Background: an optimization exercise with open tools, aiming at small area. Do not read the settings as production practice.
Only simulation tests tie the RTL to the original design; equivalence was not proved.
Power and IR drop assume default switching activity.

$ cat flow/run.sh
#!/bin/bash
# synth_recipe.tcl (not shown) runs the flow's synth.tcl, then flattens the netlist and writes it again
# the make line also repeats each setting of config.mk as NAME=value (left out here)
make -C /OpenROAD-flow-scripts/flow DESIGN_CONFIG=/design/flow/config.mk WORK_HOME=/design/flow/orfs CLKGATE_MAP_FILE= SYNTH_SCRIPT=/design/flow/synth_recipe.tcl finish
$ cat flow/design.v
package freq_div_pkg;
    localparam int unsigned CNT_W_DEF  = 32;
    localparam int unsigned MAX_CNT_W  = 64;
    localparam int unsigned MIN_PERIOD = 2;
    typedef logic [MAX_CNT_W-1:0] cnt_max_t;
    typedef enum logic [1:0] {
        CH_OFF  = 2'd0,
        CH_RUN  = 2'd1,
        CH_PEND = 2'd2
    } ch_state_e;
    function automatic logic [MAX_CNT_W-1:0] clamp_period(input logic [MAX_CNT_W-1:0] period);
        if (period < MAX_CNT_W'(MIN_PERIOD)) begin
            clamp_period = MAX_CNT_W'(MIN_PERIOD);
        end else begin
            clamp_period = period;
        end
    endfunction
endpackage
module freq_div_channel
#(
    parameter int unsigned CNT_W      = freq_div_pkg::CNT_W_DEF,
    parameter int unsigned DEF_PERIOD = 2,
    parameter int unsigned DEF_HIGH   = 1
) (
    input  logic             i_clk,
    input  logic             i_rst_n,
    input  logic             i_enable,
    input  logic             i_load,
    input  logic             i_sync,
    input  logic [CNT_W-1:0] i_period,
    input  logic [CNT_W-1:0] i_high,
    output logic             o_clk,
    output logic             o_tick,
    output logic             o_pending
);
    freq_div_pkg::ch_state_e        state_q, state_d;
    logic [CNT_W-1:0] cnt_q, cnt_d;
    logic [CNT_W-1:0] per_q, per_d;
    logic [CNT_W-1:0] high_q, high_d;
    logic [CNT_W-1:0] pper_q, pper_d;
    logic [CNT_W-1:0] phigh_q, phigh_d;
    logic             clk_q, clk_d;
    logic             tick_q, tick_d;
    logic [CNT_W-1:0] per_eff;
    logic             running;
    logic             wrap;
    always_comb begin
        per_eff = CNT_W'(freq_div_pkg::clamp_period(freq_div_pkg::MAX_CNT_W'(per_q)));
        running = (state_q != freq_div_pkg::CH_OFF);
        wrap    = running && (cnt_q == (per_eff - CNT_W'(1)));
    end
    always_ff @(posedge i_clk or negedge i_rst_n) begin
        if (!i_rst_n) begin
            state_q <= freq_div_pkg::CH_OFF;
            cnt_q   <= '0;
            per_q   <= CNT_W'(DEF_PERIOD);
            high_q  <= CNT_W'(DEF_HIGH);
            pper_q  <= '0;
            phigh_q <= '0;
            clk_q   <= 1'b0;
            tick_q  <= 1'b0;
        end else begin
            state_q <= state_d;
            cnt_q   <= cnt_d;
            per_q   <= per_d;
            high_q  <= high_d;
            pper_q  <= pper_d;
            phigh_q <= phigh_d;
            clk_q   <= clk_d;
            tick_q  <= tick_d;
        end
    end
    always_comb begin
        state_d = state_q;
        cnt_d   = cnt_q;
        per_d   = per_q;
        high_d  = high_q;
        pper_d  = pper_q;
        phigh_d = phigh_q;
        if (!i_enable) begin
            state_d = freq_div_pkg::CH_OFF;
            cnt_d   = '0;
            if (i_load) begin
                per_d  = i_period;
                high_d = i_high;
            end else if (state_q == freq_div_pkg::CH_PEND) begin
                per_d  = pper_q;
                high_d = phigh_q;
            end
        end else if (!running || wrap || i_sync) begin
            state_d = freq_div_pkg::CH_RUN;
            cnt_d   = '0;
            if (i_load) begin
                per_d  = i_period;
                high_d = i_high;
            end else if (state_q == freq_div_pkg::CH_PEND) begin
                per_d  = pper_q;
                high_d = phigh_q;
            end
        end else begin
            cnt_d = cnt_q + CNT_W'(1);
            if (i_load) begin
                pper_d  = i_period;
                phigh_d = i_high;
                state_d = freq_div_pkg::CH_PEND;
            end
        end
        clk_d  = i_enable && (cnt_d < high_d);
        tick_d = i_enable && (cnt_d == '0);
    end
    assign o_clk     = clk_q;
    assign o_tick    = tick_q;
    assign o_pending = (state_q == freq_div_pkg::CH_PEND);
endmodule
module freq_div_multi
#(
    parameter int unsigned CHANNELS   = 4,
    parameter int unsigned CNT_W      = freq_div_pkg::CNT_W_DEF,
    parameter int unsigned DEF_PERIOD = 2,
    parameter int unsigned DEF_HIGH   = 1
) (
    input  logic                      i_clk,
    input  logic                      i_rst_n,
    input  logic [CHANNELS-1:0]       i_enable,
    input  logic [CHANNELS-1:0]       i_load,
    input  logic [CHANNELS*CNT_W-1:0] i_period,
    input  logic [CHANNELS*CNT_W-1:0] i_high,
    input  logic                      i_sync,
    output logic [CHANNELS-1:0]       o_clk,
    output logic [CHANNELS-1:0]       o_tick,
    output logic [CHANNELS-1:0]       o_pending
);
    logic sync_w;
    assign sync_w = i_sync;
    for (genvar c = 0; c < CHANNELS; c++) begin : g_ch
        freq_div_channel #(
            .CNT_W      (CNT_W),
            .DEF_PERIOD (DEF_PERIOD),
            .DEF_HIGH   (DEF_HIGH)
        ) u_ch (
            .i_clk     (i_clk),
            .i_rst_n   (i_rst_n),
            .i_enable  (i_enable[c]),
            .i_load    (i_load[c]),
            .i_sync    (sync_w),
            .i_period  (i_period[c*CNT_W +: CNT_W]),
            .i_high    (i_high[c*CNT_W +: CNT_W]),
            .o_clk     (o_clk[c]),
            .o_tick    (o_tick[c]),
            .o_pending (o_pending[c])
        );
    end
endmodule
$ cat flow/constraint.sdc
create_clock -name core_clock -period 7.0 [get_ports {i_clk}]
set_input_delay 1.4000 -clock core_clock [delete_from_list [all_inputs] [get_ports {i_clk}]]
set_output_delay 1.4000 -clock core_clock [all_outputs]
set_load 0.01 [all_outputs]
$ cat flow/config.mk
export PLATFORM = sky130hd
export DESIGN_NAME = freq_div_multi
export DESIGN_NICKNAME = freq_div_multi
export VERILOG_FILES = /design/flow/design.v
export SDC_FILE = /design/flow/constraint.sdc
export NUM_CORES = 4
export LEC_CHECK = 0
export CAP_MARGIN = 20
export CORE_MARGIN = 2
export CORE_UTILIZATION = 40
export SLEW_MARGIN = 20
==> results.sh <==
export IMPL_hp_class="reg2reg"
export IMPL_ioPinCount=279
export IMPL_status="timing/DRC/antenna clean"
export IMPL_cts_tree="yes"
export IMPL_period_share_pct=95.1
export IMPL_cap_violations=0
export IMPL_antenna_left=0
export IMPL_cp_slowest_cell="or4b_2"
export IMPL_crit_fanout=24
export IMPL_antenna_found_initial=14
export IMPL_final_cells=5743
export IMPL_cts_hold_buf=0
export IMPL_synth_edf_count=0
export IMPL_path_clk_slew_ns=0.06
export IMPL_rsz0062_at_grt="yes"
export IMPL_std_cell_rows=116
export IMPL_drt_iter0_markers=2190
export IMPL_worst_setup_path_type="reg2reg"
export IMPL_synth_flop_cell="dfrtp_1"
export IMPL_grt_use_total_pct=21.1
export IMPL_syn_num_nets=4582
export IMPL_end_kind="flop"
export IMPL_final_common_cell="dfrtp_1"
export IMPL_core_area_sq_um=100000
export IMPL_required_ns=7.56
export IMPL_start_util_pct=40.5
export IMPL_worstSkewPairLatency_ns=0.65
export IMPL_dp_hpwl_um=79100
export IMPL_startpoint_type="flop"
export IMPL_ys_types=85
export IMPL_max_slew_worst_pin_slew_ns=1.03
export IMPL_dieArea_sq_um=104000
export IMPL_fin_nets=4720
export IMPL_cts_root_buf="clkbuf_16"
export IMPL_finalSetupViolCount=0
export IMPL_clock_skew_ns=0.0167
export IMPL_placed_cell_area_sq_um=44700
export IMPL_dp_cells=5593
export IMPL_relSlewSlack_pct=31.1
export IMPL_fin_crit_ns=6.66
export IMPL_yosysSeqAreaShare_pct=40.5
export IMPL_crit_arrival_ns=7.21
export IMPL_synth_warnings=1
export IMPL_numPortBuffers=278
export IMPL_dr_total_vias=32800
export IMPL_finalHoldViolCount=0
export IMPL_syn_inst=4183
export IMPL_stdcell_area_sq_um=47700
export IMPL_fmax_mhz=150
export IMPL_final_cell_mix="648 x dfrtp_1, 294 x mux2_2, 273 x clkdlybuf4s50_1"
export IMPL_path_cells="or3_1 > or4_1 > or3_4 > nand2_1 > ha_2 > or4b_2 > nor3_1 > mux2_2 > mux2i_1 > o32ai_1 > nor4bb_2 > a41oi_4 > and2_4 > buf_4 > buf_4 > o22ai_1 > ha_1 > nor2b_1 > o21ai_0 > o2111ai_1 > a211oi_1 > a311oi_1 > a31oi_1"
export IMPL_drc=0
export IMPL_drt_wirelength_per_cell_um=19.4
export IMPL_seq_area_sq_um=16400
export IMPL_first_global_vias=31500
export IMPL_place_gp_congestion=0.920
export IMPL_synth_top_cell_by_area="dfrtp_1"
export IMPL_tns_ns=0
export IMPL_multi_input_area_sq_um=22600
export IMPL_cts_path_max_buffers=3
export IMPL_drt_total_wl_um=112000
export IMPL_grt_max_degree=128
export IMPL_power_density_nw_per_um2=236
export IMPL_syn_to_final_growth_pct=17.4
export IMPL_die_x_um=323
export IMPL_async_flop_share_pct=100
export IMPL_viasPerCell=5.72
export IMPL_cpPeakStageDelay_ns=0.61
export IMPL_path_buf_inv=2
export IMPL_die_h_um=323
export IMPL_drt_pass1_iter_count=5
export IMPL_p_leak_nw=20.1
export IMPL_synth_top_area_share_pct=39.9
export IMPL_grt_first_pass_wirelength_um=178000
export IMPL_finalMaxSlewViolations=0
export IMPL_avgSynthCellArea_sq_um=9.71
export IMPL_crit_family="simple AND/OR/NAND/NOR gates"
export IMPL_ir_drop_uv=211
export IMPL_cts_buffers=79
export IMPL_ys_ff_latch=656
export IMPL_drive_gt1_share_pct=14.5
export IMPL_synth_top_cells_by_area="dfrtp_1 40%, mux2_2 8.2%, ha_1 4.1%"
export IMPL_grt_overflow=0
export IMPL_syn_area_sq_um=40600
export IMPL_nFillCells=9360
export IMPL_h_tree_depth=3
export IMPL_critPathMostFrequentCell="buf_4"
export IMPL_cts_sinks=656
[worst register-to-register path: stages (launching register included)]
cell and delay, ns:
dfrtp_1 0.36, or3_1 0.42, or4_1 0.46, or3_4 0.42, nand2_1 0.09, ha_2 0.22
or4b_2 0.61, nor3_1 0.30, mux2_2 0.38, mux2i_1 0.13, o32ai_1 0.10, nor4bb_2 0.20
a41oi_4 0.35, and2_4 0.32, buf_4 0.23, buf_4 0.29, o22ai_1 0.14, ha_1 0.31
nor2b_1 0.13, o21ai_0 0.22, o2111ai_1 0.26, a211oi_1 0.31, a311oi_1 0.15, a31oi_1 0.17
[where the power goes]
part	leakage (nW)	switching [mW]	internal, mW	total, mW
Clock	1.34	1.72	2.61	4.32
Combinational	10.7	0.977	1.07	2.04
Sequential	8.09	0.469	4.40	4.87
[per-stage QoR]
stage / total power [mW] / setup slack [ns] / hold WS (ns) / utilization (%)
final: 11.2 / 0.343 / 0.488 / 47.5
after global routing: 11.8 / -0.00328 / 0.508 / 47.5
after CTS: 11.3 / 0.0199 / 0.492 / 47.3
after detailed placement: 6.96 / 0.0410 / 0.478 / 44.6
after global placement: 6.90 / 0.199 / 0.470 / 44.6
after floorplan: 6.20 / 0.330 / 0.458 / -
[repair_timing]
| item | in CTS | in global routing |
|---|---|---|
| setup buffers | 0 | 2 |
| hold endpoints to repair | 0 | 0 |
| setup endpoints to repair | 0 | 4 |
| resized for setup | 0 | 40 |
[logic make-up (layout without fill, tap and decap cells)]
| group | after synthesis | in the layout | synth area share, % |
|---|---|---|---|
| compound gates | 911 | 911 | 16.0 |
| xor+xnor | 283 | 283 | 6.14 |
| fa+ha+maj | 132 | 132 | 4.07 |
| buf+inv | 435 | 632 | 4.43 |
| flops | 656 | 656 | 40.5 |
| mux | 382 | 382 | 10.4 |
| other cells | 0 | 5 | 0 |
| simple gates | 1384 | 1385 | 18.5 |
[Yosys cell counts, types with 95 or more instances]
cell / count
ha_1: 132
a21oi_1: 170
xor2_1: 106
mux2_2: 294
dfrtp_1: 648
o21ai_0: 111
clkbuf_1: 267
nor2_1: 267
nand2_1: 244
xnor2_1: 176
nand3b_1: 103
nor3b_1: 98
nand3_1: 110
a211o_1: 127
a211oi_1: 135
a22oi_1: 95
nor3_1: 150
[worst paths after layout]
kind | slack (ns) | to | depth (start not counted) | startpoint
max in group asynchronous | 4.83 | g_ch[3].u_ch.per_q[27] | 2 | i_rst_n
min | 0.49 | g_ch[3].u_ch.pper_q[1] | 1 | g_ch[3].u_ch.pper_q[1]
min in group asynchronous | 0.78 | g_ch[0].u_ch.phigh_q[26] | 1 | i_rst_n
min reg2reg | 0.49 | g_ch[3].u_ch.pper_q[1] | 1 | g_ch[3].u_ch.pper_q[1]
max | 0.34 | g_ch[1].u_ch.clk_q | 23 | g_ch[1].u_ch.per_q[17]
max reg2reg | 0.34 | g_ch[1].u_ch.clk_q | 23 | g_ch[1].u_ch.per_q[17]
[sequential cells by signal, indices dropped and copies added, names as in the netlist]
register	cells
g_ch.u_ch.clk_q	4
g_ch.u_ch.cnt_q	128
g_ch.u_ch.high_q	128
g_ch.u_ch.per_q	128
g_ch.u_ch.phigh_q	128
g_ch.u_ch.pper_q	128
g_ch.u_ch.state_q	8
g_ch.u_ch.tick_q	4
[per-layer routing]
metal,GRT usage (%),wire length [um]
met1,30.1,52800
met2,33.1,50200
met3,3.74,6100
met4,5.37,2330
met5,0,114
[cell type report]
class                      instances  share of cell area [%]
timing repair buffer             397                    8.02
inverter                          94                   0.740
tap                             1357                    3.56
antenna                            5                  0.0262
clock buffer                     111                    4.95
multi-input combinational       3093                    47.5
clock inverter                    30                   0.758
sequential                       656                    34.5

## re-timing with driven ports
The flow's constraints put no driver on any port. The routed layout listed below was extracted and timed again, unchanged, in two steps. Step 1 (the two cells are an assumption about what drives the block):
set clk [get_ports {i_clk}]
set_driving_cell -lib_cell sky130_fd_sc_hd__clkbuf_16 $clk
set_driving_cell -lib_cell sky130_fd_sc_hd__buf_2 [delete_from_list [all_inputs] $clk]
Step 2 also shifts input and output timing later by t, the mid clock arrival at the registers, as if the neighbouring blocks saw the same clock. Slacks: ideal / step 1 / step 2; pairs: ideal / step 1.
t, ns: 0.709
setup slack, ns: 0.343 / 0.343 / 0.343
hold slack, ns: 0.488 / 0.488 / 0.488
clock arrival spread, ns: 0.018 / 0.018
worst register clock-pin slew, ns: 0.06 / 0.06
After both steps this run still meets setup and hold. The setup slack of this run moves by 0.000 ns with the drivers and by 0.000 ns with both steps.
